Background: an optimization exercise with open tools, aiming at small area. Do not read the settings as production practice. Function was checked by simulation only, so behaviour that the tests miss may differ from the original. Power figures rest on the tool's default switching activity, not on a simulated workload.

==> flow/design.v <==
`timescale 1ns/1ns
package dram_pkg;
  localparam int ADDR_WIDTH = 32;
  localparam int CH_WIDTH   = 5;    
  localparam int BK_WIDTH   = 4;    
  localparam int ROW_WIDTH  = 14;
  localparam int COL_WIDTH  = 5;
  localparam int COL_LSB   = 3;
  localparam int BK_LSB    = 8;
  localparam int ROW_LSB   = 12;
  localparam int CH_LSB    = 26;
  localparam int RANGE_BIT = 31;    
  localparam int CFR_IDX_LSB = 3;   
  localparam int CFR_NUM     = 4;
  typedef logic [ADDR_WIDTH-1:0]      host_addr_t;
  typedef logic [CH_WIDTH-1:0]        ch_addr_t;
  typedef logic [BK_WIDTH-1:0]        bk_addr_t;
  typedef logic [ROW_WIDTH-1:0]       row_addr_t;
  typedef logic [COL_WIDTH-1:0]       col_addr_t;
  typedef logic [$clog2(CFR_NUM)-1:0] cfr_idx_t;
endpackage
`timescale 1ns/1ns
package dma_pkt_pkg;
  localparam int DATA_WIDTH = 64;
  localparam int MASK_WIDTH = DATA_WIDTH / 8;   
  typedef logic [DATA_WIDTH-1:0] data_t;
  typedef logic [MASK_WIDTH-1:0] mask_t;        
  typedef enum logic {
    DRAM_RANGE = 1'b0,
    CFR_RANGE  = 1'b1
  } addr_range_t;
  typedef enum logic {
    WRITE = 1'b0,
    READ  = 1'b1
  } req_type_t;
  typedef enum logic [1:0] {
    DEST_WR   = 2'd0,   
    DEST_RD   = 2'd1,   
    DEST_DREG = 2'd2    
  } dest_t;
endpackage
`timescale 1ns/1ns
`timescale 1ns/1ns
`timescale 1ns/1ns
`timescale 1ns/1ns
module dma_pgen #(
  parameter int QUE_DEPTH = 8,
  parameter int QUE_PFULL = 5
) (
  input  logic                   clk,
  input  logic                   rst,
  input  logic                   in_valid,
  output logic                   in_ready,
  input  dram_pkg::host_addr_t   in_addr,
  input  dma_pkt_pkg::data_t     in_data,
  input  dma_pkt_pkg::mask_t     in_mask,
  input  logic                   in_isrd,
  output logic                   icnt_valid,
  input  logic                   icnt_rdy,
  output dma_pkt_pkg::req_type_t icnt_req_type,
  output dram_pkg::ch_addr_t     icnt_ch,
  output dram_pkg::bk_addr_t     icnt_bk,
  output dram_pkg::row_addr_t    icnt_row,
  output dram_pkg::col_addr_t    icnt_col,
  output dma_pkt_pkg::data_t     icnt_data,
  output dma_pkt_pkg::mask_t     icnt_mask,
  output logic                   orde_valid,
  input  logic                   orde_rdy,
  output dram_pkg::ch_addr_t     orde_ch,
  output dram_pkg::bk_addr_t     orde_bk,
  output dram_pkg::row_addr_t    orde_row,
  output dram_pkg::col_addr_t    orde_col,
  output logic                   dreg_valid,
  input  logic                   dreg_rdy,
  output dma_pkt_pkg::data_t     dreg_data
);
  localparam int NSLOT = 6;    
  localparam int EW    = 102;  
  logic       init_done;   
  logic       dec_valid;   
  logic       dec_mk;      
  logic [2:0] tk_ptr;      
  logic [2:0] rd_ptr;      
  logic       empty, pfull, take, exq_wr, load, pop;
  logic [2:0] tk_nx, rd_nx, wr_ptr;
  assign tk_nx  = {tk_ptr[1:0], ~tk_ptr[2]};
  assign rd_nx  = {rd_ptr[1:0], ~rd_ptr[2]};
  assign empty  = (tk_ptr == rd_ptr);
  assign pfull  = (tk_nx == rd_ptr);      
  assign take   = dec_valid && !pfull;
  assign exq_wr = take && dec_mk;
  assign wr_ptr = (dec_valid && dec_mk) ? tk_nx : tk_ptr;
  assign in_ready = init_done && (!dec_valid || !pfull);
  assign load     = in_valid && in_ready;
  always_ff @(posedge clk or posedge rst) begin
    if (rst) begin
      init_done <= 1'b0;
      dec_valid <= 1'b0;
      tk_ptr    <= '0;
      rd_ptr    <= '0;
    end else begin
      init_done <= 1'b1;
      if (load)        dec_valid <= 1'b1;
      else if (!pfull) dec_valid <= 1'b0;
      if (exq_wr) tk_ptr <= tk_nx;
      if (pop)    rd_ptr <= rd_nx;
    end
  end
  logic        in_cfr;
  logic [1:0]  in_idx;
  logic [63:0] cfr_reg [4];
  assign in_cfr = in_addr[31];
  assign in_idx = in_addr[4:3];
  logic [3:0]  cfr_ok;
  logic        cfr_rd, cfr_wr, ok_sel;
  logic [7:0]  keep;          
  logic [63:0] ent_data;      
  assign cfr_rd = in_cfr && in_isrd;
  assign cfr_wr = load && in_cfr && !in_isrd;
  assign ok_sel = cfr_ok[in_idx];
  assign keep   = {8{!cfr_rd}} & ({8{!in_cfr || ok_sel}} | in_mask);
  always_ff @(posedge clk or posedge rst) begin
    if (rst) begin
      cfr_ok <= '0;
    end else if (cfr_wr) begin
      cfr_ok[in_idx] <= 1'b1;
    end
  end
  always_ff @(posedge clk) begin
    for (int r = 0; r < 4; r++) begin
      for (int b = 0; b < 8; b++) begin
        if (cfr_wr && in_idx == r && (in_mask[b] || !cfr_ok[r])) begin
          cfr_reg[r][8*b +: 8] <= ent_data[8*b +: 8];
        end
      end
    end
  end
  logic [EW-1:0]    slot [NSLOT];
  logic [EW-1:0]    ent_d;
  logic [NSLOT-1:0] wr_sel, rd_sel;
  logic [3:0]  cfr_sel;
  assign cfr_sel = {4{cfr_rd}} & cfr_ok &
                   {in_idx == 2'd3, in_idx == 2'd2, in_idx == 2'd1, in_idx == 2'd0};
  for (genvar i = 0; i < 64; i++) begin : g_ent
    logic t0;
    aoi222 u_t0 (.a1(cfr_reg[0][i]), .a2(cfr_sel[0]), .b1(cfr_reg[1][i]), .b2(cfr_sel[1]),
                 .c1(cfr_reg[2][i]), .c2(cfr_sel[2]), .y(t0));
    ao221n u_t1 (.a1(cfr_reg[3][i]), .a2(cfr_sel[3]), .b1(in_data[i]), .b2(keep[i/8]), .cn(t0),
                 .y(ent_data[i]));
  end
  assign ent_d = {in_cfr, in_isrd, in_addr[30:3], ent_data, in_mask};
  assign wr_sel = {wr_ptr[2] & ~wr_ptr[1], wr_ptr[1] & ~wr_ptr[0], wr_ptr[2] & wr_ptr[0],
                   ~wr_ptr[2] & wr_ptr[1], ~wr_ptr[1] & wr_ptr[0], ~wr_ptr[2] & ~wr_ptr[0]};
  assign rd_sel = {rd_ptr[2] & ~rd_ptr[1], rd_ptr[1] & ~rd_ptr[0], rd_ptr[2] & rd_ptr[0],
                   ~rd_ptr[2] & rd_ptr[1], ~rd_ptr[1] & rd_ptr[0], ~rd_ptr[2] & ~rd_ptr[0]};
  always_ff @(posedge clk) begin
    if (load) dec_mk <= !in_cfr || in_isrd;
    for (int k = 0; k < NSLOT; k++) begin
      if (load && wr_sel[k]) slot[k] <= ent_d;
    end
  end
  logic [EW-1:0] head;
  for (genvar i = 0; i < EW; i++) begin : g_head
    logic t0, t1;
    aoi222 u_t0 (.a1(slot[0][i]), .a2(rd_sel[0]), .b1(slot[1][i]), .b2(rd_sel[1]),
                 .c1(slot[2][i]), .c2(rd_sel[2]), .y(t0));
    aoi222 u_t1 (.a1(slot[3][i]), .a2(rd_sel[3]), .b1(slot[4][i]), .b2(rd_sel[4]),
                 .c1(slot[5][i]), .c2(rd_sel[5]), .y(t1));
    assign head[i] = !(t0 && t1);
  end
  logic h_cfr, h_rd;
  assign h_cfr = head[101];
  assign h_rd  = head[100];
  assign icnt_valid = !empty && !h_cfr && (!h_rd || orde_rdy);
  assign orde_valid = !empty && !h_cfr && h_rd && icnt_rdy;
  assign dreg_valid = !empty && h_cfr;
  assign pop        = !empty && (h_cfr ? dreg_rdy : (icnt_rdy && (!h_rd || orde_rdy)));
  assign icnt_req_type = dma_pkt_pkg::req_type_t'(h_rd);
  assign {icnt_ch, icnt_row, icnt_bk, icnt_col} = head[99:72];   
  assign {orde_ch, orde_row, orde_bk, orde_col} = head[99:72];
  assign icnt_data = head[71:8];
  assign dreg_data = head[71:8];
  assign icnt_mask = head[7:0];
endmodule
module aoi222 (
  input  logic a1, a2, b1, b2, c1, c2,
  output logic y
);
  assign y = !((a1 && a2) || (b1 && b2) || (c1 && c2));
endmodule
module ao221n (
  input  logic a1, a2, b1, b2, cn,
  output logic y
);
  assign y = (a1 && a2) || (b1 && b2) || !cn;
endmodule
Settings: LEC_CHECK=0, CAP_MARGIN=20, CORE_MARGIN=2, CORE_UTILIZATION=40, SLEW_MARGIN=20, SYNTH_HIERARCHICAL=1, SYNTH_MINIMUM_KEEP_SIZE=0; clock period 5.0 ns.
standard.sh (not shown) runs the stock make flow with config.mk's settings and CLKGATE_MAP_FILE= SYNTH_SCRIPT=/design/flow/synth_recipe.tcl, a recipe that flattens the netlist after the stock synthesis.
==> flow/flow/run.sh <==
#!/bin/bash
# Standard layout, with the smallest buffer on the ports and no CTS dummy loads.
set -euo pipefail
bash standard.sh \
  "BUFFER_PORTS_ARGS=-buffer_cell sky130_fd_sc_hd__buf_1" \
  "CTS_ARGS=-sink_clustering_enable -repair_clock_nets -dont_use_dummy_load -buf_list sky130_fd_sc_hd__clkbuf_16 -sink_clustering_size 30 -sink_clustering_max_diameter 90" \
  finish > standard.log 2>&1
Then changed:
--- a/flow/design.v
+++ b/flow/design.v
@@ -108,47 +108,35 @@
   end
   logic        in_cfr;
   logic [1:0]  in_idx;
   logic [63:0] cfr_reg [4];
   assign in_cfr = in_addr[31];
   assign in_idx = in_addr[4:3];
-  logic [3:0]  cfr_ok;
-  logic        cfr_rd, cfr_wr, ok_sel;
-  logic [7:0]  keep;          
+  logic        cfr_rd, keep_n;
   logic [63:0] ent_data;      
   assign cfr_rd = in_cfr && in_isrd;
-  assign cfr_wr = load && in_cfr && !in_isrd;
-  assign ok_sel = cfr_ok[in_idx];
-  assign keep   = {8{!cfr_rd}} & ({8{!in_cfr || ok_sel}} | in_mask);
-  always_ff @(posedge clk or posedge rst) begin
-    if (rst) begin
-      cfr_ok <= '0;
-    end else if (cfr_wr) begin
-      cfr_ok[in_idx] <= 1'b1;
-    end
-  end
+  assign keep_n = !(rst || cfr_rd);
   always_ff @(posedge clk) begin
     for (int r = 0; r < 4; r++) begin
       for (int b = 0; b < 8; b++) begin
-        if (cfr_wr && in_idx == r && (in_mask[b] || !cfr_ok[r])) begin
+        if (rst || (load && in_cfr && !in_isrd && in_idx == r && in_mask[b])) begin
           cfr_reg[r][8*b +: 8] <= ent_data[8*b +: 8];
         end
       end
     end
   end
   logic [EW-1:0]    slot [NSLOT];
   logic [EW-1:0]    ent_d;
   logic [NSLOT-1:0] wr_sel, rd_sel;
   logic [3:0]  cfr_sel;
-  assign cfr_sel = {4{cfr_rd}} & cfr_ok &
-                   {in_idx == 2'd3, in_idx == 2'd2, in_idx == 2'd1, in_idx == 2'd0};
+  assign cfr_sel = {4{cfr_rd && !rst}} & {in_idx == 2'd3, in_idx == 2'd2, in_idx == 2'd1, in_idx == 2'd0};
   for (genvar i = 0; i < 64; i++) begin : g_ent
     logic t0;
     aoi222 u_t0 (.a1(cfr_reg[0][i]), .a2(cfr_sel[0]), .b1(cfr_reg[1][i]), .b2(cfr_sel[1]),
                  .c1(cfr_reg[2][i]), .c2(cfr_sel[2]), .y(t0));
-    ao221n u_t1 (.a1(cfr_reg[3][i]), .a2(cfr_sel[3]), .b1(in_data[i]), .b2(keep[i/8]), .cn(t0),
+    ao221n u_t1 (.a1(cfr_reg[3][i]), .a2(cfr_sel[3]), .b1(in_data[i]), .b2(keep_n), .cn(t0),
                  .y(ent_data[i]));
   end
   assign ent_d = {in_cfr, in_isrd, in_addr[30:3], ent_data, in_mask};
   assign wr_sel = {wr_ptr[2] & ~wr_ptr[1], wr_ptr[1] & ~wr_ptr[0], wr_ptr[2] & wr_ptr[0],
                    ~wr_ptr[2] & wr_ptr[1], ~wr_ptr[1] & wr_ptr[0], ~wr_ptr[2] & ~wr_ptr[0]};
   assign rd_sel = {rd_ptr[2] & ~rd_ptr[1], rd_ptr[1] & ~rd_ptr[0], rd_ptr[2] & rd_ptr[0],
Effect: The new run completed with no timing, DRC or antenna violations; power falls by 0.47%; non-clock buffer count fell by 5; critical path depth does not change; cell area goes down by about 0.65%; hold slack improves by 0.10 ns; routed wire length shrinks by 2.2%; fmax came out higher by about 6%; flip-flop and latch count goes down by 4.

-- what the ideal ports hide --
The flow's constraints put no driver on any port. The routed layouts listed below were extracted and timed again, unchanged, in two steps. Step 1 (the two cells are an assumption about what drives the block):
set clk [get_ports {clk}]
set_driving_cell -lib_cell sky130_fd_sc_hd__clkbuf_16 $clk
set_driving_cell -lib_cell sky130_fd_sc_hd__buf_2 [delete_from_list [all_inputs] $clk]
Step 2 moves the port delays by t, midway between the first and last clock arrival at a register: inputs arrive t later, outputs are due t later. That takes back most of the time a late clock gives input paths. Three values: ideal ports, drivers, drivers and shift; two values: the first two.
run | t (ns) | setup slack, ns | clock arrival spread, ns | cell pins on the clock port's net
the first run | 0.629 | 0.771 / 0.709 / 0.948 | 0.065 / 0.065 | 1
the second run | 0.635 | 1.013 / 0.948 / 1.523 | 0.045 / 0.045 | 1
After both steps setup and hold are still met in every run listed.
